This design comes from an exercise in tuning for a short achievable clock period and few clock cycles on the open sky130 flow, not from production work.
Only simulation tests tie the RTL to the original design; equivalence was not proved.
Power figures rest on the tool's default switching activity, not on a simulated workload.

==> flow/config.mk <==
export PLATFORM = sky130hd
export DESIGN_NAME = proc
export DESIGN_NICKNAME = proc
export VERILOG_FILES = /design/flow/design.v
export SDC_FILE = /design/flow/constraint.sdc
export NUM_CORES = 4
export LEC_CHECK = 0
export ABC_CLOCK_PERIOD_IN_PS = 2500
export CAP_MARGIN = 20
export CORE_MARGIN = 2
export CORE_UTILIZATION = 45
export PLACE_DENSITY = 0.6
export SETUP_SLACK_MARGIN = 5
export SLEW_MARGIN = 20
==> flow/constraint.sdc <==
create_clock -name core_clock -period 8.0 [get_ports {clk}]
set_input_delay 1.6000 -clock core_clock [delete_from_list [all_inputs] [get_ports {clk}]]
set_output_delay 1.6000 -clock core_clock [all_outputs]
set_load 0.01 [all_outputs]
==> flow/design.v <==
`default_nettype none
package procPkg;
	localparam int wordWidth     = 16;
	localparam int numRegs       = 8;
	localparam int dmemDepth     = 256;
	localparam int regIdxWidth   = $clog2(numRegs);
	localparam int dmemAddrWidth = $clog2(dmemDepth);
	typedef logic [wordWidth-1:0]     word_t;
	typedef logic [regIdxWidth-1:0]   regIdx_t;
	typedef logic [dmemAddrWidth-1:0] dmemAddr_t;
	typedef enum logic [3:0] {
		opNop  = 4'd0,
		opAdd  = 4'd1,
		opSub  = 4'd2,
		opAnd  = 4'd3,
		opXor  = 4'd4,
		opAddi = 4'd5,
		opLbi  = 4'd6,
		opLd   = 4'd7,
		opSt   = 4'd8,
		opBeqz = 4'd9,
		opJ    = 4'd10,
		opHalt = 4'd15
	} opcode_t;
	typedef enum logic [2:0] {
		aluAdd,
		aluSub,
		aluAnd,
		aluXor,
		aluPassB
	} aluOp_t;
	localparam int opHi = 15;
	localparam int opLo = 12;
	localparam int rdHi = 11;
	localparam int rdLo = 9;
	localparam int rsHi = 8;
	localparam int rsLo = 6;
	localparam int rtHi = 5;
	localparam int rtLo = 3;
	localparam int immIWidth = 6;
	localparam int immLWidth = 9;
	localparam int immJWidth = 12;
	localparam word_t nopInstr = '0;
endpackage
`default_nettype wire
`timescale 1ns/100ps
`default_nettype none
module proc (
	input  logic             clk,
	input  logic             rstN,
	input  procPkg::word_t   imemData,
	output procPkg::word_t   imemAddr,
	output logic             commitValid,
	output procPkg::regIdx_t commitReg,
	output procPkg::word_t   commitData,
	output logic             halted,
	output logic             err
);
	logic [15:0] pc;
	logic [15:0] pcNext;
	logic        stopped;
	logic        fJ;
	logic [15:0] fJTgt;
	assign imemAddr = pc;
	assign pcNext   = pc + 16'd1;
	assign fJ    = imemData[15:12] == 4'd10;
	assign fJTgt = pcNext + {{4{imemData[11]}}, imemData[11:0]};
	logic        idValid;
	logic [15:0] idInstr;
	logic [15:0] idPc1;
	logic [3:0]  op;
	logic [2:0]  rd, rs, rt;
	logic        dAlu, dAdd, dSub, dAnd, dXor, dAddi, dLbi, dLd, dSt, dBeqz, dJ, dHalt, dIll;
	logic        useA, useB, useS, regWrite;
	logic [2:0]  srcA;
	logic [15:0] immI, immL;
	logic        idRedirect;
	logic [15:0] brTgt;
	logic        zFromEx, zFromMem, zFromWb;
	logic [15:0] idA, idB, idBx;
	logic        idAKnown, idBKnown, idZ, idZKnown;
	logic        exZ, exZKnown, memZero;
	logic [7:0]  regZero;
	logic        zOperand;
	logic        beqzTaken;
	logic        stall;
	logic [15:0] regFile [8];
	logic [15:0] rfA, rfB, rfS;
	logic        exValid;
	logic        exRegWrite, exLoad, exStore, exHalt, exIll;
	logic        exSub, exAnd, exXor;
	logic [2:0]  exDest;
	logic [15:0] exA, exB, exS;
	logic        exAFwdM, exAFwdW, exAReg;
	logic        exBFwdM, exBFwdW, exBReg;
	logic        exSFwdM, exSFwdW, exSReg;
	logic [15:0] fA, fB, fS, bIn, sum, aluOut;
	logic        zEx, zAdd, zAnd, zXor;
	logic        memRegWrite, memLoad, memHalt, memIll;
	logic [2:0]  memDest;
	logic [15:0] memRes;
	logic [15:0] memSelHi;
	logic [15:0] memPart [16];
	logic [15:0] loadData;
	logic [15:0] exSelHi, exSelLo;
	logic [15:0] addrBase;
	logic [4:0]  addrLo;
	logic [3:0]  addrHi;
	logic [15:0] hiOh;
	logic        dMem;
	logic [15:0] dmem [256];
	always_ff @(posedge clk) begin
		if (!rstN) begin
			pc <= '0;
		end else if (stall) begin
			pc <= pc;
		end else if (beqzTaken) begin
			pc <= brTgt;
		end else if (fJ) begin
			pc <= fJTgt;
		end else begin
			pc <= pcNext;
		end
	end
	always_ff @(posedge clk) begin
		if (!rstN) begin
			stopped <= 1'b0;
		end else if (idValid && dHalt) begin
			stopped <= 1'b1;
		end
	end
	always_ff @(posedge clk) begin
		if (!rstN) begin
			idValid <= 1'b0;
		end else if (!stall) begin
			idValid <= !idRedirect && !stopped && !(idValid && dHalt);
		end
	end
	always_ff @(posedge clk) begin
		if (!stall) begin
			idInstr   <= imemData;
			idPc1     <= pcNext;
		end
	end
	assign op = idInstr[15:12];
	assign rd = idInstr[11:9];
	assign rs = idInstr[8:6];
	assign rt = idInstr[5:3];
	assign dAdd  = op == 4'd1;
	assign dSub  = op == 4'd2;
	assign dAnd  = op == 4'd3;
	assign dXor  = op == 4'd4;
	assign dAlu  = dAdd || dSub || dAnd || dXor;
	assign dAddi = op == 4'd5;
	assign dLbi  = op == 4'd6;
	assign dLd   = op == 4'd7;
	assign dSt   = op == 4'd8;
	assign dBeqz = op == 4'd9;
	assign dJ    = op == 4'd10;
	assign dHalt = op == 4'd15;
	assign dIll  = op >= 4'd11 && op <= 4'd14;
	assign useA     = dAlu || dAddi || dLd || dSt;
	assign useB     = dAlu;
	assign useS     = dSt;
	assign regWrite = dAlu || dAddi || dLbi || dLd;
	assign srcA     = rs;
	assign immI = {{10{idInstr[5]}}, idInstr[5:0]};
	assign immL = {{7{idInstr[8]}}, idInstr[8:0]};
	assign zFromEx   = exRegWrite && exDest == rd;
	assign zFromMem  = memRegWrite && memDest == rd;
	assign zFromWb   = commitValid && commitReg == rd;
	assign zOperand  = zFromEx ? exZ : zFromMem ? memZero : zFromWb ? commitData == 16'd0 : regZero[rd];
	assign beqzTaken = idValid && dBeqz && zOperand;
	assign idA      = (memRegWrite && memDest == srcA) ? memRes : rfA;
	assign idB      = (memRegWrite && memDest == rt) ? memRes : rfB;
	assign idAKnown = !(exRegWrite && exDest == srcA) && !(memLoad && memDest == srcA);
	assign idBKnown = !(exRegWrite && exDest == rt) && !(memLoad && memDest == rt);
	assign idBx     = (dAddi ? immI : idB) ^ {16{dSub}};
	assign idZ      = dLbi ? idInstr[8:0] == 9'd0 :
	                  dAnd ? (idA & idB) == 16'd0 :
	                  dXor ? idA == idB :
	                  (idA ^ idBx) == {idA[14:0] | idBx[14:0], dSub};
	assign idZKnown = dLbi || (dAddi && idAKnown) || (dAlu && idAKnown && idBKnown);
	assign brTgt      = idPc1 + immL;
	assign idRedirect = beqzTaken;
	assign dMem  = dLd || dSt;
	assign stall = idValid && ((exValid && exLoad &&
	               ((useA && exDest == srcA) || (useB && exDest == rt) || (useS && exDest == rd))) ||
	               (dBeqz && memLoad && memDest == rd && !(exRegWrite && exDest == rd)) ||
	               (dBeqz && zFromEx && !exZKnown) ||
	               (dMem && exRegWrite && exDest == rs) ||
	               (dMem && memLoad && memDest == rs));
	assign addrBase = idA;
	assign addrLo   = {1'b0, addrBase[3:0]} + {1'b0, immI[3:0]};
	assign addrHi   = addrBase[7:4] + immI[7:4];
	always_comb begin
		for (int i = 0; i < 16; i++) begin
			hiOh[i] = addrHi == 4'(i);
		end
	end
	always_ff @(posedge clk) begin
		for (int i = 0; i < 16; i++) begin
			exSelLo[i] <= addrLo[3:0] == 4'(i);
		end
		exSelHi <= addrLo[4] ? {hiOh[14:0], hiOh[15]} : hiOh;
	end
	assign rfA = (commitValid && commitReg == srcA) ? commitData : regFile[srcA];
	assign rfB = (commitValid && commitReg == rt)   ? commitData : regFile[rt];
	assign rfS = (commitValid && commitReg == rd)   ? commitData : regFile[rd];
	always_ff @(posedge clk) begin
		if (!rstN) begin
			for (int i = 0; i < 8; i++) begin
				regFile[i] <= '0;
				regZero[i] <= 1'b1;
			end
		end else if (commitValid) begin
			regFile[commitReg] <= commitData;
			regZero[commitReg] <= commitData == 16'd0;
		end
	end
	always_ff @(posedge clk) begin
		if (!rstN || stall || !idValid) begin
			exValid    <= 1'b0;
			exRegWrite <= 1'b0;
			exLoad     <= 1'b0;
			exStore    <= 1'b0;
			exHalt     <= 1'b0;
			exIll      <= 1'b0;
		end else begin
			exValid    <= 1'b1;
			exRegWrite <= regWrite;
			exLoad     <= dLd;
			exStore    <= dSt;
			exHalt     <= dHalt;
			exIll      <= dIll;
		end
	end
	logic aM, aW, bM, bW, sM, sW;
	assign aM = useA && exValid && exRegWrite && exDest == srcA;
	assign aW = useA && memRegWrite && memDest == srcA;
	assign bM = useB && exValid && exRegWrite && exDest == rt;
	assign bW = useB && memRegWrite && memDest == rt;
	assign sM = useS && exValid && exRegWrite && exDest == rd;
	assign sW = useS && memRegWrite && memDest == rd;
	always_ff @(posedge clk) begin
		exSub   <= dSub;
		exAnd   <= dAnd;
		exXor   <= dXor;
		exDest  <= rd;
		exZ     <= idZ;
		exZKnown <= idZKnown;
		exA     <= dLbi ? 16'd0 : rfA;
		exB     <= dLbi ? immL : (dAddi || dLd || dSt) ? immI : rfB;
		exS     <= rfS;
		exAFwdM <= aM;
		exAFwdW <= aW && !aM;
		exAReg  <= !aM && !aW;
		exBFwdM <= bM;
		exBFwdW <= bW && !bM;
		exBReg  <= !bM && !bW;
		exSFwdM <= sM;
		exSFwdW <= sW && !sM;
		exSReg  <= !sM && !sW;
	end
	assign fA = ({16{exAFwdM}} & memRes) | ({16{exAFwdW}} & commitData) | ({16{exAReg}} & exA);
	assign fB = ({16{exBFwdM}} & memRes) | ({16{exBFwdW}} & commitData) | ({16{exBReg}} & exB);
	assign fS = ({16{exSFwdM}} & memRes) | ({16{exSFwdW}} & commitData) | ({16{exSReg}} & exS);
	assign bIn = exSub ? ~fB : fB;
	assign sum = fA + bIn + {15'd0, exSub};
	always_comb begin
		if (exAnd) begin
			aluOut = fA & fB;
		end else if (exXor) begin
			aluOut = fA ^ fB;
		end else begin
			aluOut = sum;
		end
	end
	assign zAdd = (fA ^ bIn) == {fA[14:0] | bIn[14:0], exSub};
	assign zAnd = (fA & fB) == 16'd0;
	assign zXor = fA == fB;
	assign zEx  = exAnd ? zAnd : exXor ? zXor : zAdd;
	always_ff @(posedge clk) begin
		if (!rstN) begin
			memRegWrite <= 1'b0;
			memLoad     <= 1'b0;
			memHalt     <= 1'b0;
			memIll      <= 1'b0;
		end else begin
			memRegWrite <= exRegWrite;
			memLoad     <= exLoad;
			memHalt     <= exHalt;
			memIll      <= exIll;
		end
	end
	always_ff @(posedge clk) begin
		memDest <= exDest;
		memRes  <= aluOut;
		memZero <= zEx;
	end
	always_ff @(posedge clk) begin
		for (int i = 0; i < 256; i++) begin
			if (exStore && exSelHi[i / 16] && exSelLo[i % 16]) begin
				dmem[i] <= fS;
			end
		end
	end
	logic [15:0] partData [16];
	always_comb begin
		for (int h = 0; h < 16; h++) begin
			partData[h] = '0;
			for (int l = 0; l < 16; l++) begin
				partData[h] = partData[h] | ({16{exSelLo[l]}} & dmem[h * 16 + l]);
			end
		end
	end
	always_ff @(posedge clk) begin
		if (exLoad) begin
			for (int h = 0; h < 16; h++) begin
				memPart[h] <= partData[h];
			end
			memSelHi <= exSelHi;
		end
	end
	always_comb begin
		loadData = '0;
		for (int h = 0; h < 16; h++) begin
			loadData = loadData | ({16{memSelHi[h]}} & memPart[h]);
		end
	end
	always_ff @(posedge clk) begin
		if (!rstN) begin
			commitValid <= 1'b0;
		end else begin
			commitValid <= memRegWrite;
		end
	end
	always_ff @(posedge clk) begin
		commitReg  <= memDest;
		commitData <= memLoad ? loadData : memRes;
	end
	always_ff @(posedge clk) begin
		if (!rstN) begin
			halted <= 1'b0;
		end else if (memHalt) begin
			halted <= 1'b1;
		end
	end
	always_ff @(posedge clk) begin
		if (!rstN) begin
			err <= 1'b0;
		end else if (memIll) begin
			err <= 1'b1;
		end
	end
endmodule
`default_nettype wire
==> flow/run.sh <==
#!/bin/bash
# synth_recipe.tcl (not shown) runs the flow's synth.tcl, then flattens the netlist and writes it again
# the make line also repeats each setting of config.mk as NAME=value (left out here)
make -C /OpenROAD-flow-scripts/flow DESIGN_CONFIG=/design/flow/config.mk WORK_HOME=/design/flow/orfs CLKGATE_MAP_FILE= SYNTH_SCRIPT=/design/flow/synth_recipe.tcl finish
==> results of run 1 <==
## layer usage
layer,GRT usage [%],vias to the layer above,part of all wire [%]
met4,9.995,6,4.0
met5,0,-,0.0058
li1,-,41820,-
met2,43.81,6704,46
met1,39.00,55060,39
met3,4.753,960,11
## final cells by class
| cell class | instances | share of cell area, % |
|---|---|---|
| inverters | 99 | 0.2126 |
| diodes | 16 | 0.01972 |
| well taps | 5197 | 3.203 |
| repair inverters | 15 | 0.03821 |
| flip-flops and latches | 4712 | 68.90 |
| multi-input cells | 4159 | 17.48 |
| clock buffers | 566 | 5.907 |
| clock inverters | 257 | 1.190 |
| repair buffers | 657 | 3.049 |
## logic make-up after synthesis
logic type | count (synthesis) | share of synthesized area [%]
and+or+nand+nor | 1144 | 3.584
AOI/OAI and AO/OA | 2560 | 12.21
buffers and inverters | 791 | 1.697
adders and majority gates | 123 | 0.8934
xor gates and xnor gates | 150 | 0.7487
DFF | 4712 | 79.14
muxes | 180 | 1.724
## worst max-delay path, cell delays in order, from the launching register on
cell and delay, ns:
dfxtp_4 0.36, buf_12 0.12, buf_6 0.09, mux4_2 0.53, mux2i_4 0.18, nand2_1 0.09
o21ai_2 0.11, o21a_1 0.18, inv_2 0.09, ha_4 0.17, fa_2 0.35, a21o_1 0.19
a21o_4 0.22, nand2_2 0.09, nor2b_4 0.20, nand2_2 0.10, nor3_2 0.14
## Yosys cell counts (78+ instances only)
| cell type | number | share of area [%] |
|---|---|---|
| edfxtp_1 | 4528 | 77 |
| ha_1 | 118 | 0.84 |
| mux4_2 | 98 | 1.3 |
| a22o_1 | 1053 | 5.2 |
| nor2_1 | 149 | 0.32 |
| nand4_1 | 280 | 0.99 |
| nand2_1 | 155 | 0.33 |
| a221oi_1 | 1052 | 5.2 |
| o21ai_0 | 111 | 0.31 |
| and2_1 | 139 | 0.49 |
| and3_1 | 268 | 0.95 |
| dfxtp_1 | 184 | 2.1 |
| a21oi_1 | 78 | 0.22 |
| inv_1 | 99 | 0.21 |
| xnor2_1 | 87 | 0.43 |
| clkbuf_1 | 618 | 1.3 |
## sequential cells by signal (all words and copies together) (netlist names), 8 cells and up, named ones only
signal and flops:
dmem 4096, memPart 256, regFile 128, commitData 16, exA 16, exB 16, exS 16, exSelHi 16
exSelLo 16, idInstr 16, idPc1 16, memRes 16, memSelHi 16, pc 16, regZero 8
## power groups by stage
stage          combinational [mW]  sequential, mW  clock [mW]
3_3_place_gp                 6.12            29.0           0
6_report                     7.15            28.4        21.1
5_1_grt                      7.43            28.4        22.2
2_1_floorplan                3.60            28.6           0
3_5_place_dp                 6.16            29.0           0
4_1_cts                      6.83            28.4        21.3
## placed cells by master (no fill, tap or decap), types with 74 or more instances in the layout
cell type     n
clkinv_1     91
ha_1         95
buf_4       485
edfxtp_1   4528
clkbuf_16   461
mux4_2       98
a221oi_1   1049
buf_6        82
nand4_1     280
dfxtp_1     112
and2_1      138
and3_1      142
a22oi_1      74
nor2_1      135
a22o_1     1053
and3_2      124
clkbuf_1     99
inv_1        79
nand2_1     142
## what timing repair did
| item | in CTS | in global routing |
|---|---|---|
| pin swaps | 102 | 87 |
| setup endpoints to repair | 3326 | 1130 |
| cloned | 20 | 1 |
| gates resized for setup | 592 | 176 |
| setup buffers | 193 | 64 |
## worst paths after layout
check	start	end	slack, ns
worst max-delay path	register	exSelHi[13]	4.68
worst min-delay path	memDest[1]	commitReg[1]	0.41
worst max register to register	register	exSelHi[13]	4.68
worst min register to register	memDest[1]	commitReg[1]	0.41
==> summary.txt, run 1 <==
Clock tree
  – Total CTS buffers: 455
  – Root Buffer Master: clkbuf_16
  – CTS tree: done
  – Count of hold-fix buffers inserted at cts: 0
  – Max clock buf depth: 4
  – Clock sink count: 4,712
  – Clk latency of the worst-skew pair: 1.03 ns
  – Depth of the CTS H-tree: 5
  – Clk slew on worst S/H paths: 0.06 ns

Yosys
  – Synth Flop Type: edfxtp_1
  – Syn Area/Cell: 18.27 um^2
  – Synth Register Bits: 4,712
  – Post-Syn Nets: 9,801
  – Async SR Flop Fraction: 0%
  – Synth unique cells: 70
  – Register area share after synthesis: 79.14%
  – Synthesized instance count: 9,660
  – YS warnings: 4
  – Number of synthesized flops with an enable pin: 4,528
  – Mapped cell area: 176,500 um^2

Pwr
  – Leak: 66.27 nW
  – Net Sw Frac: 25.82%
  – Sequential share of power: 50.1%
  – Cell internal pwr: 42.05 mW
  – Clock power share: 37.3%
  – Combinational Power Share: 12.6%
  – Power per cell area: 279.3 nW/um^2
  – PnR Total Power: 56.69 mW
  – Peak supply drop: 0.1966 mV
  – P_sw: 14.64 mW

Layout
  – Post-layout net count: 10.24k
  – Final Non-Filler Cells: 15.68k
  – Design area: 203,000 um^2
  – Fill cell count: 30.77k
  – Post-layout util: 52.09%
  – Share of cells above drive strength 1: 17.60%
  – Area growth from synthesis to layout: 15.04%
  – Sequential Area: 139,900 um^2
  – Multi-input logic area: 35,480 um^2

GRT
  – Global-route wire length before repair: 784,900 um
  – Largest net degree at the start of global routing: 240
  – Initial antenna violation count: 25
  – Vias in the first global route: 100.2k
  – GRT Total Usage: 27.76%
  – GRT overflow: 0

Critical path
  – R2R cell count: 16
  – Crit path max fanout: 7
  – WP data required: 8.94 ns
  – Crit path launch type: register
  – Setup CP Type: register to register
  – Worst endpoint data arrival time: 4.25 ns
  – Crit. End Element: register

Route
  – Drt wl/cell: 36.20 um
  – Post-route DRC: 0
  – Final ANT Viol Nets: 0
  – Vias: 104.5k
  – DRT Wirelength: 567,600 um
  – Drt first pass iters: 8
  – Vias per inst: 6.669
  – Starting DRT DRC Count: 15.92k

Placed design
  – PortBufs: 55
  – Dpl hpwl: 305,000 um
  – Post-Place Cells: 14.56k
  – Post-DP Area: 184,200 um^2
  – Placement Setup Slack: 3.510 ns
  – Routability cong.: 0.8625

Timing
  – Final Hold Fails: 0
  – Worst slew margin: 17.93%
  – Worst slew pin tran: 1.231 ns
  – Hold slack final: 0.4114 ns
  – Tcrit/Tclk final: 41.46%
  – Setup TNS: 0 ns
  – Max Fclk: 301.5 MHz
  – PnR worst setup slack: 4.683 ns
  – Clock skew: 0.05708 ns
  – RSZ-0062 raised after global routing: yes
  – Slew Viols, Final: 0
  – Final worst path period need: 3.317 ns
  – Final setup vio count: 0

Floorplan
  – Die width: 630.2 um
  – Row cnt: 229
  – Core area: 389,700 um^2
  – IO Pins: 56
  – Initial Util: 45.29%
  – Die area: 397,200 um^2
  – Die height: 630.2 um

Hold path
  – Hold Path Depth: 0
  – Worst Hold Class: register to register

Run
  – Max-cap viol count: 0

Run status
  – Status: timing/DRC/antenna clean
Testbench counts, summed over its fixed seeds: cycles 170,688.
==> run 2: changes to the inputs <==
--- a/flow/design.v
+++ b/flow/design.v
@@ -70,2 +70,3 @@
 	logic [15:0] idPc1;
+	logic [15:0] idRsV, idRtV, idRdV;
 	logic [3:0]  op;
@@ -79,4 +80,4 @@
 	logic        zFromEx, zFromMem, zFromWb;
-	logic [15:0] idA, idB, idBx;
-	logic        idAKnown, idBKnown, idZ, idZKnown;
+	logic [15:0] idA, negImmI;
+	logic        idAKnown, idZ, idZKnown;
 	logic        exZ, exZKnown, memZero;
@@ -88,2 +89,3 @@
 	logic [15:0] rfA, rfB, rfS;
+	logic        rstQ;
 	logic        exValid;
@@ -144,2 +146,25 @@
 	end
+	logic [15:0] fRsV, fRtV, fRdV, hRsV, hRtV, hRdV;
+	assign fRsV = (commitValid && commitReg == imemData[8:6])  ? commitData : regFile[imemData[8:6]];
+	assign fRtV = (commitValid && commitReg == imemData[5:3])  ? commitData : regFile[imemData[5:3]];
+	assign fRdV = (commitValid && commitReg == imemData[11:9]) ? commitData : regFile[imemData[11:9]];
+	assign hRsV = (commitValid && commitReg == idInstr[8:6])   ? commitData : regFile[idInstr[8:6]];
+	assign hRtV = (commitValid && commitReg == idInstr[5:3])   ? commitData : regFile[idInstr[5:3]];
+	assign hRdV = (commitValid && commitReg == idInstr[11:9])  ? commitData : regFile[idInstr[11:9]];
+	always_ff @(posedge clk) begin
+		idRsV <= stall ? hRsV : fRsV;
+		idRtV <= stall ? hRtV : fRtV;
+		idRdV <= stall ? hRdV : fRdV;
+	end
+	logic [2:0] nRs, nRt, nRd;
+	logic       idRsW, idRtW, idRdW, idRsM;
+	assign nRs = stall ? idInstr[8:6]  : imemData[8:6];
+	assign nRt = stall ? idInstr[5:3]  : imemData[5:3];
+	assign nRd = stall ? idInstr[11:9] : imemData[11:9];
+	always_ff @(posedge clk) begin
+		idRsW <= memRegWrite && memDest == nRs;
+		idRtW <= memRegWrite && memDest == nRt;
+		idRdW <= memRegWrite && memDest == nRd;
+		idRsM <= exRegWrite && exDest == nRs;
+	end
 	assign op = idInstr[15:12];
@@ -173,12 +198,7 @@
 	assign beqzTaken = idValid && dBeqz && zOperand;
-	assign idA      = (memRegWrite && memDest == srcA) ? memRes : rfA;
-	assign idB      = (memRegWrite && memDest == rt) ? memRes : rfB;
+	assign idA      = idRsM ? memRes : rfA;
 	assign idAKnown = !(exRegWrite && exDest == srcA) && !(memLoad && memDest == srcA);
-	assign idBKnown = !(exRegWrite && exDest == rt) && !(memLoad && memDest == rt);
-	assign idBx     = (dAddi ? immI : idB) ^ {16{dSub}};
-	assign idZ      = dLbi ? idInstr[8:0] == 9'd0 :
-	                  dAnd ? (idA & idB) == 16'd0 :
-	                  dXor ? idA == idB :
-	                  (idA ^ idBx) == {idA[14:0] | idBx[14:0], dSub};
-	assign idZKnown = dLbi || (dAddi && idAKnown) || (dAlu && idAKnown && idBKnown);
+	assign negImmI  = 16'd0 - immI;
+	assign idZ      = dLbi ? idInstr[8:0] == 9'd0 : idA == negImmI;
+	assign idZKnown = dLbi || (dAddi && idAKnown);
 	assign brTgt      = idPc1 + immL;
@@ -206,7 +226,10 @@
 	end
-	assign rfA = (commitValid && commitReg == srcA) ? commitData : regFile[srcA];
-	assign rfB = (commitValid && commitReg == rt)   ? commitData : regFile[rt];
-	assign rfS = (commitValid && commitReg == rd)   ? commitData : regFile[rd];
+	assign rfA = idRsW ? commitData : idRsV;
+	assign rfB = idRtW ? commitData : idRtV;
+	assign rfS = idRdW ? commitData : idRdV;
 	always_ff @(posedge clk) begin
-		if (!rstN) begin
+		rstQ <= rstN;
+	end
+	always_ff @(posedge clk) begin
+		if (!rstQ) begin
 			for (int i = 0; i < 8; i++) begin
@@ -317,8 +340,6 @@
 	always_ff @(posedge clk) begin
-		if (exLoad) begin
-			for (int h = 0; h < 16; h++) begin
-				memPart[h] <= partData[h];
-			end
-			memSelHi <= exSelHi;
+		for (int h = 0; h < 16; h++) begin
+			memPart[h] <= partData[h];
 		end
+		memSelHi <= exSelHi;
 	end
==> summary.txt, run 2 <==
Timing
  – PnR worst setup slack: 4.716 ns (+0.03304 ns)
  – Final worst path period need: 3.284 ns (-0.03304 ns)
  – Final setup vio count: 0 (unchanged)
  – Slew Viols, Final: 0 (unchanged)
  – Worst slew margin: 11.42% (-6.5 points)
  – RSZ-0062 raised after global routing: yes
  – Worst slew pin tran: 1.329 ns (+0.09763 ns)
  – Setup TNS: 0 ns (unchanged)
  – Final Hold Fails: 0 (unchanged)
  – Clock skew: 0.1144 ns (+0.05734 ns)
  – Tcrit/Tclk final: 41.05% (-0.41 points)
  – Max Fclk: 304.5 MHz (+1.0%)

Pwr
  – Power per cell area: 296.2 nW/um^2 (+6.1%)
  – Peak supply drop: 0.2409 mV (+22%)
  – Leak: 67.55 nW (+1.9%)

Yosys
  – Synth Flop Type: edfxtp_1
  – Syn Area/Cell: 17.86 um^2 (-2.2%)
  – Top cells by area, synth: edfxtp_1, dfxtp_1, a221oi_1, a22o_1, mux4_2
  – Synth unique cells: 75 (+7.1%)
  – YS warnings: 4 (unchanged)
  – Share of the synthesized area in the top cell type: 71.75% (-5.3 points)
  – Synth top cells by count: edfxtp_1, a221oi_1, a22o_1, clkbuf_1, dfxtp_1
  – Async SR Flop Fraction: 0% (unchanged)
  – Mapped cell area: 178,100 um^2 (+0.94%)
  – Synthesized instance count: 9,973 (+3.2%)
  – Number of synthesized flops with an enable pin: 4,256 (-6.0%)
  – Synth Register Bits: 4,765 (+1.1%)
  – Register area share after synthesis: 77.47% (-1.7 points)
  – Cell taking the most area after synthesis: edfxtp_1
  – Post-Syn Nets: 10.08k (+2.9%)
  – Cell with the most instances after synthesis: edfxtp_1

Clock tree
  – CTS tree: done
  – Max clock buf depth: 4 (unchanged)
  – Clk slew on worst S/H paths: 0.06 ns (about the same)
  – Count of hold-fix buffers inserted at cts: 0 (unchanged)
  – Depth of the CTS H-tree: 5 (unchanged)
  – Total CTS buffers: 462 (+1.5%)
  – Clk latency of the worst-skew pair: 1.05 ns (+0.02 ns)
  – Root Buffer Master: clkbuf_16
  – Clock sink count: 4,765 (+1.1%)

Floorplan
  – Initial Util: 45.08% (-0.20 points)
  – Die width: 633.1 um (+0.46%)
  – IO Pins: 56 (unchanged)
  – Core area: 395,100 um^2 (+1.4%)
  – Die height: 633.1 um (+0.46%)
  – Row cnt: 231 (+0.87%)
  – Die area: 400,900 um^2 (+0.93%)

Critical path
  – WP data required: 8.88 ns (-0.06 ns)
  – Worst endpoint data arrival time: 4.16 ns (-0.09 ns)
  – Crit path max fanout: 7 (unchanged)
  – Setup CP Type: register to register
  – Reg2reg start: idInstr[13]
  – Crit path launch type: register
  – Crit. End Element: register
  – R2R cell count: 13 (-3)
  – R2r setup slk: 4.72 ns (+0.03 ns)
  – Worst R2R End: pc[9]

Hold path
  – Worst Hold Class: register to register
  – HP Start: memIll
  – Hold Path Depth: 2 (+2)
  – Hold Path End: err

Layout
  – Biggest registers after layout: dmem: 4096 flops, memPart: 256 flops, regFile: 128 flops
  – Share of cells above drive strength 1: 17.79% (+0.19 points)
  – Biggest register: dmem
  – Most frequent cells in the layout: edfxtp_1, a22o_1, a221oi_1
  – Post-layout net count: 10.43k (+1.9%)
  – Leading cell type in the layout, fill and taps excluded: edfxtp_1
  – Final Non-Filler Cells: 15.99k (+2.0%)
  – Max reg flops: 4,096 (unchanged)
  – Area growth from synthesis to layout: 15.41%

GRT
  – GRT Total Usage: 28.35% (+0.59 points)
  – Vias in the first global route: 102.8k (+2.6%)
  – GRT overflow: 0 (unchanged)
  – Initial antenna violation count: 37 (+48%)
  – Global-route wire length before repair: 807,200 um (+2.8%)
  – Largest net degree at the start of global routing: 256 (+6.7%)

Route
  – Post-route DRC: 0 (unchanged)
  – Vias per inst: 6.691 (+0.34%)
  – DRT Wirelength: 583,200 um (+2.7%)
  – Drt first pass iters: 13 (+5)
  – Vias: 107.0k (+2.3%)
  – Starting DRT DRC Count: 15.34k (-3.6%)
  – Drt wl/cell: 36.47 um (+0.73%)
  – Final ANT Viol Nets: 0 (unchanged)

Run status
  – Status: timing/DRC/antenna clean

Run
  – Max-cap viol count: 0 (unchanged)

Placed design
  – Placement Setup Slack: 3.215 ns (-0.2958 ns)
  – Post-Place Cells: 14.86k (+2.1%)
  – PortBufs: 55 (unchanged)
  – Routability cong.: 0.8737 (+1.3%)
  – Dpl hpwl: 310,700 um (+1.9%)
[run 2: cell types whose count changed after synthesis, moves of 41 or more]
cell,before,now
dfxtp_1,184,509
edfxtp_1,4528,4256
mux4_2,98,194
clkbuf_1,618,698
o21ai_0,111,56
nand2_1,155,114
[run 2: worst max-delay path by stage]
| stage | from | end | slack, ns |
|---|---|---|---|
| floorplan | imemData[0] | pc[8] | 4.37 |
| global placement | idInstr[8] | pc[15] | 3.28 |
| detailed placement | idInstr[8] | pc[15] | 3.21 |
| CTS | commitData[13] | commitData[13] | 4.67 |
| global route | idInstr[13] | pc[9] | 4.70 |
| finish | idInstr[13] | pc[9] | 4.72 |
[run 2: critical path, stage by stage (launching register included)]
cell	delay [ns]
edfxtp_1	0.47
o21ai_2	0.20
or3b_4	0.40
or4_4	0.46
a311oi_4	0.28
o31a_4	0.21
buf_12	0.14
inv_16	0.05
buf_12	0.12
buf_8	0.12
buf_16	0.15
buf_12	0.15
clkbuf_16	0.17
a311oi_2	0.22
[run 2: where the power goes]
part	switching, mW	internal (mW)	total, mW
Clock	9.50	12.5	22.0
Combinational	5.99	2.69	8.68
Sequential	1.41	28.8	30.2
Total	16.9	44.0	60.9
[run 2: cell type report]
cell class,count,area [um^2]
antenna,23,57.56
clock inverter,221,2417
sequential,4765,138200
tap,5242,6559
multi-input combinational,4354,38590
timing repair inverter,18,125.1
clock buffer,649,12910
fill,31080,189500
timing repair buffer,621,6247
inverter,99,447.9
[run 2: per-layer routing]
layer / GRT usage [%] / vias to the layer above / share of wire, %
met4: 9.847 / 12 / 4.0
li1: - / 42870 / -
met3: 5.046 / 1127 / 11
met5: 0 / - / 0.013
met1: 39.21 / 56100 / 39
met2: 45.37 / 6897 / 47
[run 2: kinds of logic after synthesis]
group                    count (synthesis)  synth area share, %
flip-flops                            4765                77.47
AO/OA/AOI/OAI                         2597                12.37
AND/OR/NAND/NOR                       1199                3.771
buffers and inverters                  857                1.823
multiplexers                           329                3.238
XOR/XNOR                               134               0.6589
adder cells (fa/ha/maj)                 92               0.6673
[run 2: timing repair]
item                                    4_1_cts  5_1_grt
pin swaps                                    55       70
resized for setup                           457      229
endpoints found under the setup margin     2584      653
cloned                                       30       10
buffers inserted                            140       53
[run 2: through the flow]
step                      hold slack (ns)  util (%)  area, um^2  power (mW)
after detailed placement           0.4268     47.04      185800       38.42
after floorplan                    0.3290         -      178400       33.98
after global placement             0.4196     46.99      185700       38.34
after CTS                          0.4394     51.52      203500       60.63
final                              0.4409     52.03      205600       60.89
after global routing               0.4514     52.02      205500       62.20
Testbench counts of run 2, summed over its fixed seeds: cycles 170,899.
==> run 3: changes to the inputs <==
--- a/flow/config.mk
+++ b/flow/config.mk
@@ -11,3 +11,3 @@
 export CORE_UTILIZATION = 45
-export PLACE_DENSITY = 0.6
+export PLACE_DENSITY = 0.8
 export SETUP_SLACK_MARGIN = 5
==> summary.txt, run 3 <==
Run status
  – Status: timing/DRC/antenna clean

Layout
  – Post-layout util: 51.26% (-0.77 points)
  – Area growth from synthesis to layout: 13.70%
  – Fill cell count: 29.06k (-6.5%)
  – Final Non-Filler Cells: 15.77k (-1.4%)
  – Post-layout net count: 10.26k (-1.6%)
  – Biggest register: dmem
  – Multi-input logic area: 38,210 um^2 (-0.99%)
  – Share of cells above drive strength 1: 16.61% (-1.2 points)
  – Leading cell type in the layout, fill and taps excluded: edfxtp_1
  – Biggest registers after layout: dmem: 4096 flops, memPart: 256 flops, regFile: 128 flops
  – Most frequent cells in the layout: edfxtp_1, a22o_1, a221oi_1
  – Max reg flops: 4,096 (unchanged)
  – Sequential Area: 138,200 um^2 (about the same)

Pwr
  – Peak supply drop: 0.2744 mV (+14%)
  – PnR Total Power: 59.35 mW (-2.5%)
  – Leak: 66.04 nW (-2.2%)
  – Power per cell area: 293.1 nW/um^2 (-1.1%)

Clock tree
  – Total CTS buffers: 414 (-10%)
  – Root Buffer Master: clkbuf_16
  – Max clock buf depth: 4 (unchanged)
  – Clk latency of the worst-skew pair: 0.97 ns (-0.08 ns)
  – Clk slew on worst S/H paths: 0.07 ns (about the same)
  – Clock sink count: 4,765 (unchanged)
  – CTS tree: done
  – Depth of the CTS H-tree: 5 (unchanged)

GRT
  – Global-route wire length before repair: 767,000 um (-5.0%)
  – Initial antenna violation count: 33 (-11%)
  – Vias in the first global route: 105.7k (+2.8%)
  – GRT Total Usage: 26.39% (-2.0 points)
  – Largest net degree at the start of global routing: 257 (+0.39%)
  – GRT overflow: 0 (unchanged)

Critical path
  – Crit path max fanout: 5 (-2)
  – Crit. End Element: register
  – Setup CP Type: register to register
  – Worst endpoint data arrival time: 4.06 ns (-0.10 ns)
  – Crit path launch type: register
  – WP data required: 8.81 ns (-0.07 ns)

Yosys
  – Share of the synthesized area in the top cell type: 71.75% (unchanged)
  – Cell with the most instances after synthesis: edfxtp_1
  – Register area share after synthesis: 77.47% (unchanged)
  – Post-Syn Nets: 10.08k (unchanged)
  – Number of synthesized flops with an enable pin: 4,256 (unchanged)
  – Async SR Flop Fraction: 0% (unchanged)
  – Mapped cell area: 178,100 um^2 (unchanged)
  – Synth top cells by count: edfxtp_1, a221oi_1, a22o_1, clkbuf_1, dfxtp_1
  – YS warnings: 4 (unchanged)
  – Synth unique cells: 75 (unchanged)
  – Synth Register Bits: 4,765 (unchanged)
  – Syn Area/Cell: 17.86 um^2 (unchanged)
  – Top cells by area, synth: edfxtp_1, dfxtp_1, a221oi_1, a22o_1, mux4_2
  – Cell taking the most area after synthesis: edfxtp_1
  – Synthesized instance count: 9,973 (unchanged)
  – Synth Flop Type: edfxtp_1

Floorplan
  – Die width: 633.1 um (unchanged)
  – Initial Util: 45.08% (unchanged)
  – Core area: 395,100 um^2 (unchanged)
  – Die height: 633.1 um (unchanged)
  – IO Pins: 56 (unchanged)
  – Die area: 400,900 um^2 (unchanged)
  – Row cnt: 231 (unchanged)

Timing
  – Worst slew pin tran: 1.286 ns (-0.04292 ns)
  – Final setup vio count: 0 (unchanged)
  – Final worst path period need: 3.247 ns (-0.03695 ns)
  – Clock skew: 0.07123 ns (-0.04319 ns)
  – Worst slew margin: 14.29% (+2.9 points)
  – Setup TNS: 0 ns (unchanged)
  – Slew Viols, Final: 0 (unchanged)
  – RSZ-0062 raised after global routing: yes
  – Hold slack final: 0.4337 ns (-0.007190 ns)
  – Max Fclk: 308.0 MHz (+1.1%)
  – Tcrit/Tclk final: 40.58% (-0.46 points)
  – Final Hold Fails: 0 (unchanged)

Placed design
  – PortBufs: 55 (unchanged)
  – Post-Place Cells: 14.75k (-0.75%)
  – Dpl hpwl: 282,700 um (-9.0%)
  – Routability cong.: 0.9250 (+5.9%)

Route
  – Drt wl/cell: 34.71 um (-4.8%)
  – Drt first pass iters: 13 (unchanged)
  – Post-route DRC: 0 (unchanged)
  – Vias per inst: 6.974 (+4.2%)
  – Vias: 110.0k (+2.8%)
  – Starting DRT DRC Count: 20.29k (+32%)
  – DRT Wirelength: 547,500 um (-6.1%)
  – Final ANT Viol Nets: 0 (unchanged)

Run
  – Max-cap viol count: 0 (unchanged)

Hold path
  – Worst Hold Class: register to register
[run 3: final cells by class]
class | instances | share of cell area [%]
sequential | 4765 | 68.24
tap | 5242 | 3.239
multi-input combinational | 4354 | 18.87
timing repair inverter | 11 | 0.03275
clock inverter | 192 | 0.9719
timing repair buffer | 505 | 2.647
clock buffer | 577 | 5.742
inverter | 99 | 0.2212
antenna | 29 | 0.03583
[run 3: worst max-delay path, cell delays in order (launching register included)]
cell,delay (ns)
dfxtp_2,0.34
buf_8,0.15
a222oi_1,0.45
buf_4,0.21
xnor2_1,0.19
ha_4,0.29
a21oi_4,0.17
nor2b_4,0.06
a221o_1,0.37
o211a_1,0.25
o211ai_1,0.27
a2111oi_2,0.12
nor3b_1,0.28
[run 3: timing repair]
item | 4_1_cts | 5_1_grt
hold buffers | 0 | 0
hold endpoints to repair | 0 | 0
pin swaps | 49 | 64
endpoints found under the setup margin | 3261 | 1230
setup buffers | 144 | 47
gates resized for setup | 566 | 176
cloned | 24 | 3
[run 3: where the power goes]
part           switching [mW]  leakage (nW)  total (mW)  internal (mW)
clock                    9.01          6.69        20.3           11.3
combinational            6.08          16.2        8.85           2.78
sequential               1.45          43.1        30.2           28.8
[run 3: metal layers]
layer	GRT usage [%]	routed length, um	up-vias
li1	-	-	42390
met1	33.18	177100	54420
met2	39.59	239300	11060
met3	9.787	94420	2123
met4	14.55	36480	26
met5	0	231	-
[run 3: worst paths after layout]
| path | cells past startpoint | startpoint | slack [ns] | endpoint |
|---|---|---|---|---|
| setup / recovery | 12 | commitData[4] | 4.75 | memRes[13] |
| hold / removal | 1 | exHalt | 0.43 | memHalt |
| setup reg to reg | 12 | commitData[4] | 4.75 | memRes[13] |
| hold reg to reg | 1 | exHalt | 0.43 | memHalt |
[run 3: logic make-up after synthesis]
| group | after synthesis | share of synthesized area (%) |
|---|---|---|
| adder cells (fa/ha/maj) | 92 | 0.6673 |
| flip-flops | 4765 | 77.47 |
| XOR/XNOR | 134 | 0.6589 |
| multiplexers | 329 | 3.238 |
| AO/OA/AOI/OAI | 2597 | 12.37 |
| buffers and inverters | 857 | 1.823 |
| AND/OR/NAND/NOR | 1199 | 3.771 |
[run 3: per-stage QoR]
step | setup slack, ns | cell area, um^2
global placement | 3.608 | 184800
floorplan | 4.375 | 178400
finish | 4.753 | 202500
CTS | 4.755 | 201000
detailed placement | 3.593 | 184900
global route | 4.629 | 202400
==> run 4: changes to the inputs <==
--- a/flow/config.mk
+++ b/flow/config.mk
@@ -10,4 +10,4 @@
 export CORE_MARGIN = 2
-export CORE_UTILIZATION = 45
-export PLACE_DENSITY = 0.8
+export CORE_UTILIZATION = 55
+export PLACE_DENSITY = 0.72
 export SETUP_SLACK_MARGIN = 5
==> summary.txt, run 4 <==
Run status
  – Status: timing/DRC/antenna clean

Timing
  – Final worst path period need: 3.199 ns (-0.04803 ns)
  – Tcrit/Tclk final: 39.98% (-0.60 points)
  – Final Hold Fails: 0 (unchanged)
  – Worst slew margin: 11.90% (-2.4 points)
  – Worst slew pin tran: 1.320 ns (+0.03400 ns)
  – Clock skew: 0.05495 ns (-0.01627 ns)
  – RSZ-0062 raised after global routing: yes
  – Setup TNS: 0 ns (unchanged)
  – Final setup vio count: 0 (unchanged)
  – Slew Viols, Final: 0 (unchanged)
  – Max Fclk: 312.6 MHz (+1.5%)
  – Hold slack final: 0.4483 ns (+0.01455 ns)

Placed design
  – Dpl hpwl: 287,300 um (+1.6%)
  – PortBufs: 55 (unchanged)
  – Routability cong.: 0.9103 (-1.6%)

Layout
  – Area growth from synthesis to layout: 14.32%
  – Post-layout net count: 10.29k (+0.32%)
  – Biggest register: dmem
  – Share of cells above drive strength 1: 17.98% (+1.4 points)
  – Most frequent cells in the layout: edfxtp_1, a22o_1, a221oi_1
  – Max reg flops: 4,096 (unchanged)
  – Biggest registers after layout: dmem: 4096 flops, memPart: 256 flops, regFile: 128 flops
  – Leading cell type in the layout, fill and taps excluded: edfxtp_1

Yosys
  – Syn Area/Cell: 17.86 um^2 (unchanged)
  – Share of the synthesized area in the top cell type: 71.75% (unchanged)
  – Synth top cells by count: edfxtp_1, a221oi_1, a22o_1, clkbuf_1, dfxtp_1
  – Number of synthesized flops with an enable pin: 4,256 (unchanged)
  – Async SR Flop Fraction: 0% (unchanged)
  – Cell with the most instances after synthesis: edfxtp_1
  – Synth Register Bits: 4,765 (unchanged)
  – Post-Syn Nets: 10.08k (unchanged)
  – Cell taking the most area after synthesis: edfxtp_1
  – Synth unique cells: 75 (unchanged)
  – Synthesized instance count: 9,973 (unchanged)
  – YS warnings: 4 (unchanged)
  – Synth Flop Type: edfxtp_1
  – Register area share after synthesis: 77.47% (unchanged)
  – Top cells by area, synth: edfxtp_1, dfxtp_1, a221oi_1, a22o_1, mux4_2
  – Mapped cell area: 178,100 um^2 (unchanged)

Route
  – Drt first pass iters: 12 (-1)
  – Starting DRT DRC Count: 17.80k (-12%)
  – Post-route DRC: 0 (unchanged)
  – DRT Wirelength: 551,400 um (+0.70%)
  – Drt wl/cell: 36.99 um (+6.6%)
  – Final ANT Viol Nets: 0 (unchanged)
  – Vias per inst: 7.217 (+3.5%)
  – Vias: 107.6k (-2.2%)

Critical path
  – Setup CP Type: register to primary output
  – Worst path max stage delay: 0.35 ns (-0.10 ns)
  – Crit path launch type: register
  – Crit. End Element: primary output
  – Crit path from: commitData[5]
  – Crit path cell chain: buf_6 > buf_6
  – Worst endpoint data arrival time: 1.60 ns (-2.46 ns)
  – Reg2reg start: pc[2]
  – R2R cell count: 12 (unchanged)
  – WP data required: 6.40 ns (-2.41 ns)
  – R2r setup slk: 4.81 ns (+0.06 ns)
  – Worst R2R End: pc[8]
  – Crit path max fanout: 2 (-3)
  – Cell mode on critical path: buf_6
  – Crit path max-delay cell type: dfxtp_4
  – Worst setup path end: commitData[5]

Floorplan
  – Die height: 573.1 um (-9.5%)
  – Row cnt: 208 (-10%)
  – IO Pins: 56 (unchanged)
  – Die area: 328,400 um^2 (-18%)
  – Initial Util: 55.37% (+10 points)
  – Die width: 573.1 um (-9.5%)
  – Core area: 321,700 um^2 (-19%)

Hold path
  – Worst Hold Class: register to register
  – Hold Path Depth: 2 (+1)

Run
  – Max-cap viol count: 0 (unchanged)

Clock tree
  – Count of hold-fix buffers inserted at cts: 0 (unchanged)
  – CTS tree: done
  – Max clock buf depth: 4 (unchanged)
  – Clk latency of the worst-skew pair: 1.02 ns (+0.05 ns)
  – Clock sink count: 4,765 (unchanged)
  – Total CTS buffers: 448 (+8.2%)
  – Depth of the CTS H-tree: 5 (unchanged)
  – Root Buffer Master: clkbuf_16
  – Clk slew on worst S/H paths: 0.06 ns (about the same)

GRT
  – GRT Total Usage: 32.46% (+6.1 points)
  – Initial antenna violation count: 30 (-9.1%)
  – Largest net degree at the start of global routing: 256 (-0.39%)
  – Vias in the first global route: 102.3k (-3.1%)
  – GRT overflow: 0 (unchanged)
  – Global-route wire length before repair: 766,800 um (about the same)

Pwr
  – Power per cell area: 296.9 nW/um^2 (+1.3%)
  – Peak supply drop: 0.3170 mV (+16%)
  – Leak: 66.69 nW (+0.98%)
==> run 4: report_power, final <==
part           switching [mW]  internal, mW
Clock                    9.36          12.4
Combinational            5.87          2.60
Sequential               1.46          28.8
Total                    16.7          43.8
==> run 4: kinds of logic after synthesis <==
| kind of cell | count (synthesis) | synth area share, % |
|---|---|---|
| multiplexers | 329 | 3.238 |
| adder cells (fa/ha/maj) | 92 | 0.6673 |
| flip-flops | 4765 | 77.47 |
| AND/OR/NAND/NOR | 1199 | 3.771 |
| buffers and inverters | 857 | 1.823 |
| XOR/XNOR | 134 | 0.6589 |
| AO/OA/AOI/OAI | 2597 | 12.37 |
==> run 4: through the flow <==
step	std cells	cell area [um^2]	total power [mW]	utilization, %	setup slack, ns
5_1_grt	14890	203600	61.48	63.29	4.700
2_1_floorplan	9973	178400	33.98	-	4.375
3_3_place_gp	13770	183500	37.99	57.04	3.219
3_5_place_dp	13780	183600	38.12	57.07	3.524
6_report	14910	203600	60.46	63.30	4.801
4_1_cts	14810	200900	59.82	62.47	4.715
==> run 4: how the worst min path moves through the flow <==
stage,from,endpoint,slack (ns)
final,memHalt,halted,0.45
after detailed placement,memHalt,halted,0.43
after CTS,memHalt,halted,0.44
after global routing,exHalt,memHalt,0.46
after global placement,memIll,err,0.42
after floorplan,memDest[0],commitReg[0],0.33
==> run 4: routing by layer <==
| layer | routed length, um | track usage (%) | share of wire (%) | up-vias |
|---|---|---|---|---|
| met5 | 174 | 0 | 0.032 | - |
| met4 | 31210 | 15.20 | 5.7 | 26 |
| met3 | 74250 | 7.592 | 13 | 1555 |
| met2 | 251000 | 49.92 | 46 | 8757 |
| met1 | 194700 | 44.21 | 35 | 54730 |
| li1 | - | - | - | 42510 |
==> run 4: worst max-delay path: cells and delay by family (launching register included) <==
family	cells	cell delay, ns
flip-flops	1	0.35
buffers and inverters	2	0.25
==> run 4: area by class of cell <==
| class | count | area (um^2) |
|---|---|---|
| flip-flops and latches | 4765 | 138200 |
| multi-input cells | 4354 | 39120 |
| diodes | 23 | 57.56 |
| clock buffers | 603 | 12420 |
| inverters | 99 | 450.4 |
| repair buffers | 486 | 5010 |
| clock inverters | 242 | 2663 |
| well taps | 4305 | 5386 |
| repair inverters | 29 | 299.0 |
| fillers | 21520 | 118000 |
==> run 4: timing repair <==
action / CTS / global route
cloned: 26 / 11
resized for setup: 526 / 350
endpoints found under the setup margin: 5393 / 1012
buffers inserted: 159 / 58
pin swaps: 66 / 100
==> run 5: changes to the inputs <==
==> flow/flow/run.sh (new file) <==
#!/bin/bash
# The standard layout (the standard.sh, standard synthesis unchanged), with two
# placement/sizing options changed:
# - ports are buffered with buf_4 instead of the cell buffer_ports picks by itself;
# - timing repair may resize a cell to one with another footprint.
# Each run's full output goes to a log in this folder; ORFS keeps its step logs
# under orfs/logs.
set -euo pipefail
bash standard.sh \
  "MATCH_CELL_FOOTPRINT=0" \
  "BUFFER_PORTS_ARGS=-buffer_cell sky130_fd_sc_hd__buf_4" \
  finish > orfs_make.log 2>&1
==> flow/standard.sh (new file) <==
#!/bin/bash
# synth_recipe.tcl (not shown) runs the flow's synth.tcl, then flattens the netlist and writes it again
# the make line also repeats each setting of config.mk as NAME=value (left out here)
make -C /OpenROAD-flow-scripts/flow DESIGN_CONFIG=/design/flow/config.mk WORK_HOME=/design/flow/orfs CLKGATE_MAP_FILE= SYNTH_SCRIPT=/design/flow/synth_recipe.tcl "${@:-finish}"
--- a/flow/config.mk
+++ b/flow/config.mk
@@ -10,4 +10,4 @@
 export CORE_MARGIN = 2
-export CORE_UTILIZATION = 55
-export PLACE_DENSITY = 0.72
+export CORE_UTILIZATION = 45
+export PLACE_DENSITY = 0.6
 export SETUP_SLACK_MARGIN = 5
removed: flow/run.sh
==> summary.txt, run 5 <==
Timing
  – Max Fclk: 311.2 MHz (-0.46%)
  – Slew Viols, Final: 0 (unchanged)
  – Clock skew: 0.05644 ns (+0.001494 ns)
  – Worst slew margin: 20.62% (+8.7 points)
  – Setup TNS: 0 ns (unchanged)
  – Final Hold Fails: 0 (unchanged)
  – PnR worst setup slack: 4.787 ns (-0.01470 ns)
  – Final setup vio count: 0 (unchanged)
  – Final worst path period need: 3.213 ns (+0.01470 ns)
  – Worst slew pin tran: 1.191 ns (-0.1291 ns)
  – RSZ-0062 raised after global routing: yes
  – Hold slack final: 0.4427 ns (-0.005628 ns)
  – Tcrit/Tclk final: 40.17% (+0.18 points)

Layout
  – Share of cells above drive strength 1: 18.30% (+0.32 points)
  – Area growth from synthesis to layout: 15.63%
  – Design area: 206,000 um^2 (+1.1%)
  – Biggest registers after layout: dmem: 4096 flops, memPart: 256 flops, regFile: 128 flops
  – Biggest register: dmem
  – Post-layout util: 52.13% (-11 points)
  – Final Non-Filler Cells: 16.02k (+7.5%)
  – Multi-input logic area: 38,780 um^2 (-0.87%)
  – Post-layout net count: 10.45k (+1.5%)
  – Leading cell type in the layout, fill and taps excluded: edfxtp_1
  – Most frequent cells in the layout: edfxtp_1, a22o_1, a221oi_1
  – Sequential Area: 138,200 um^2 (about the same)
  – Fill cell count: 30.93k (+44%)
  – Max reg flops: 4,096 (unchanged)

Route
  – Vias: 107.5k (-0.051%)
  – Starting DRT DRC Count: 15.18k (-15%)
  – DRT Wirelength: 585,000 um (+6.1%)
  – Final ANT Viol Nets: 0 (unchanged)
  – Vias per inst: 6.713 (-7.0%)
  – Drt first pass iters: 10 (-2)
  – Drt wl/cell: 36.52 um (-1.3%)
  – Post-route DRC: 0 (unchanged)

Yosys
  – Mapped cell area: 178,100 um^2 (unchanged)
  – Syn Area/Cell: 17.86 um^2 (unchanged)
  – YS warnings: 4 (unchanged)
  – Post-Syn Nets: 10.08k (unchanged)
  – Synth top cells by count: edfxtp_1, a221oi_1, a22o_1, clkbuf_1, dfxtp_1
  – Async SR Flop Fraction: 0% (unchanged)
  – Simple logic cell fraction of the synthesized area: 3.771% (unchanged)
  – Synth unique cells: 75 (unchanged)
  – Synth Flop Type: edfxtp_1
  – Post-Synth XOR/XNOR Area: 0.6589% (unchanged)
  – Share of the synthesized area in the top cell type: 71.75% (unchanged)
  – Synth Register Bits: 4,765 (unchanged)
  – Compound-Gate Fraction of Synth Area: 12.37% (unchanged)
  – Main combinational cell family by area after synthesis: compound AO/OA/AOI/OAI gates
  – Register area share after synthesis: 77.47% (unchanged)
  – Synthesized instance count: 9,973 (unchanged)
  – Synthesized-area fraction occupied by adder cells: 0.6673% (unchanged)
  – Cell with the most instances after synthesis: edfxtp_1
  – Post-synthesis mux area share: 3.238% (unchanged)
  – Number of synthesized flops with an enable pin: 4,256 (unchanged)
  – Cell taking the most area after synthesis: edfxtp_1
  – Top cells by area, synth: edfxtp_1, dfxtp_1, a221oi_1, a22o_1, mux4_2

Critical path
  – Crit path max fanout: 2 (unchanged)
  – WP data required: 6.40 ns (about the same)
  – Reg2reg start: commitData[8]
  – Crit path launch type: register
  – Crit. End Element: primary output
  – Worst endpoint data arrival time: 1.61 ns (about the same)
  – Setup CP Type: register to primary output
  – Crit path from: commitReg[0]

Pwr
  – Leak: 67.82 nW (+1.7%)
  – Power per cell area: 297.8 nW/um^2 (+0.29%)
  – PnR Total Power: 61.33 mW (+1.4%)
  – Peak supply drop: 0.2083 mV (-34%)

Floorplan
  – Die area: 400,900 um^2 (+22%)
  – IO Pins: 56 (unchanged)
  – Die width: 633.1 um (+10%)
  – Initial Util: 45.08% (-10 points)
  – Die height: 633.1 um (+10%)
  – Core area: 395,100 um^2 (+23%)
  – Row cnt: 231 (+11%)

Placed design
  – Post-Place Cells: 14.86k (+7.9%)
  – Routability cong.: 0.8797 (-3.4%)
  – Dpl hpwl: 316,000 um (+10%)
  – PortBufs: 55 (unchanged)
  – Placement Setup Slack: 3.391 ns (-0.1330 ns)
  – Post-DP Area: 185,700 um^2 (+1.2%)

Clock tree
  – Total CTS buffers: 464 (+3.6%)
  – Count of hold-fix buffers inserted at cts: 0 (unchanged)
  – Clk latency of the worst-skew pair: 1.02 ns (about the same)
  – Clk slew on worst S/H paths: 0.06 ns (about the same)
  – CTS tree: done
  – Depth of the CTS H-tree: 5 (unchanged)
  – Root Buffer Master: clkbuf_16
  – Max clock buf depth: 4 (unchanged)
  – Clock sink count: 4,765 (unchanged)

GRT
  – Vias in the first global route: 102.8k (+0.44%)
  – Initial antenna violation count: 41 (+37%)
  – Global-route wire length before repair: 808,400 um (+5.4%)
  – GRT overflow: 0 (unchanged)
  – Largest net degree at the start of global routing: 209 (-18%)
  – GRT Total Usage: 28.37% (-4.1 points)

Hold path
  – HP Start: memHalt
  – Worst Hold Class: register to register

Run
  – Max-cap viol count: 0 (unchanged)

Run status
  – Status: timing/DRC/antenna clean
run 5: worst max-delay path, cell delays in order, from the launching register on:
cell     delay, ns
dfxtp_4       0.36
buf_8         0.12
buf_6         0.12
run 5: path summary, 6_finish.rpt:
path                                     end  slack [ns]  depth (start not counted)
worst max register to register    memRes[13]        4.84                         14
worst min register to register        halted        0.44                          2
worst min-delay path                  halted        0.44                          2
worst max-delay path            commitReg[0]        4.79                          2
run 5: final cells by class:
cell class	instances	area share [%]
flip-flops and latches	4765	67.10
multi-input cells	4352	18.83
clock buffers	621	6.299
well taps	5242	3.184
repair buffers	640	2.972
clock inverters	257	1.314
inverters	99	0.2223
repair inverters	15	0.04860
diodes	26	0.03159
run 5: what timing repair did:
item | CTS | global route
setup endpoints to repair | 3906 | 1102
buffers inserted | 138 | 75
resized for setup | 350 | 164
cloned | 26 | 8
pin swaps | 75 | 85
run 5: layer usage:
metal  track usage, %  up-vias  part of all wire, %
li1                 -    42910                    -
met1            39.53    56490                   39
met2            44.41     6955                   46
met3            5.375     1155                   11
met4            10.77       16                  4.3
met5                0        -                0.018
run 5: where the power goes:
group / switching, mW / total, mW / internal (mW) / leakage, nW
Clock: 9.55 / 22.4 / 12.9 / 7.71
Sequential: 1.44 / 30.2 / 28.8 / 43.1
Combinational: 6.09 / 8.65 / 2.57 / 17.0
Total: 17.1 / 61.3 / 44.3 / 67.8
run 5: logic make-up after synthesis:
kind of cell | count (synthesis)
buffers and inverters | 857
AND/OR/NAND/NOR | 1199
flip-flops | 4765
AO/OA/AOI/OAI | 2597
XOR/XNOR | 134
multiplexers | 329
adder cells (fa/ha/maj) | 92

[port drivers added, routing unchanged]
The results above use ideal ports. As a check the final layouts listed here were re-extracted and re-timed, cells and wires unchanged.
Step 1 assumes that a clkbuf_16 drives the clock port and a buf_2 every other input.
Step 2 adds t to the input delays and takes it off the output delays; t is the mean of the earliest and latest rising clock arrival at the registers after step 1. Input paths then give back, and output paths get back, about the clock's delay inside the block.
Slacks: ideal / step 1 / step 2; pairs: ideal / step 1.
run	t, ns	setup WS [ns]	worst setup path at the end	clock arrival spread, ns	worst data-port slew with drivers (ns)
run 1	1.113	4.683 / 4.653 / 3.725	input to register	0.065 / 0.065	0.06
run 2	1.103	4.716 / 4.683 / 3.936	input to register	0.131 / 0.131	0.06
run 3	1.030	4.753 / 4.735 / 4.005	input to register	0.079 / 0.079	0.04
run 4	1.099	4.801 / 4.691 / 3.772	input to register	0.059 / 0.059	0.05
run 5	1.101	4.787 / 4.677 / 3.962	input to register	0.058 / 0.057	0.07
After both steps setup and hold are still met in every run listed. The setup slack of run 4, which loses most, moves by -0.110 ns with the drivers and by -1.029 ns with both steps.
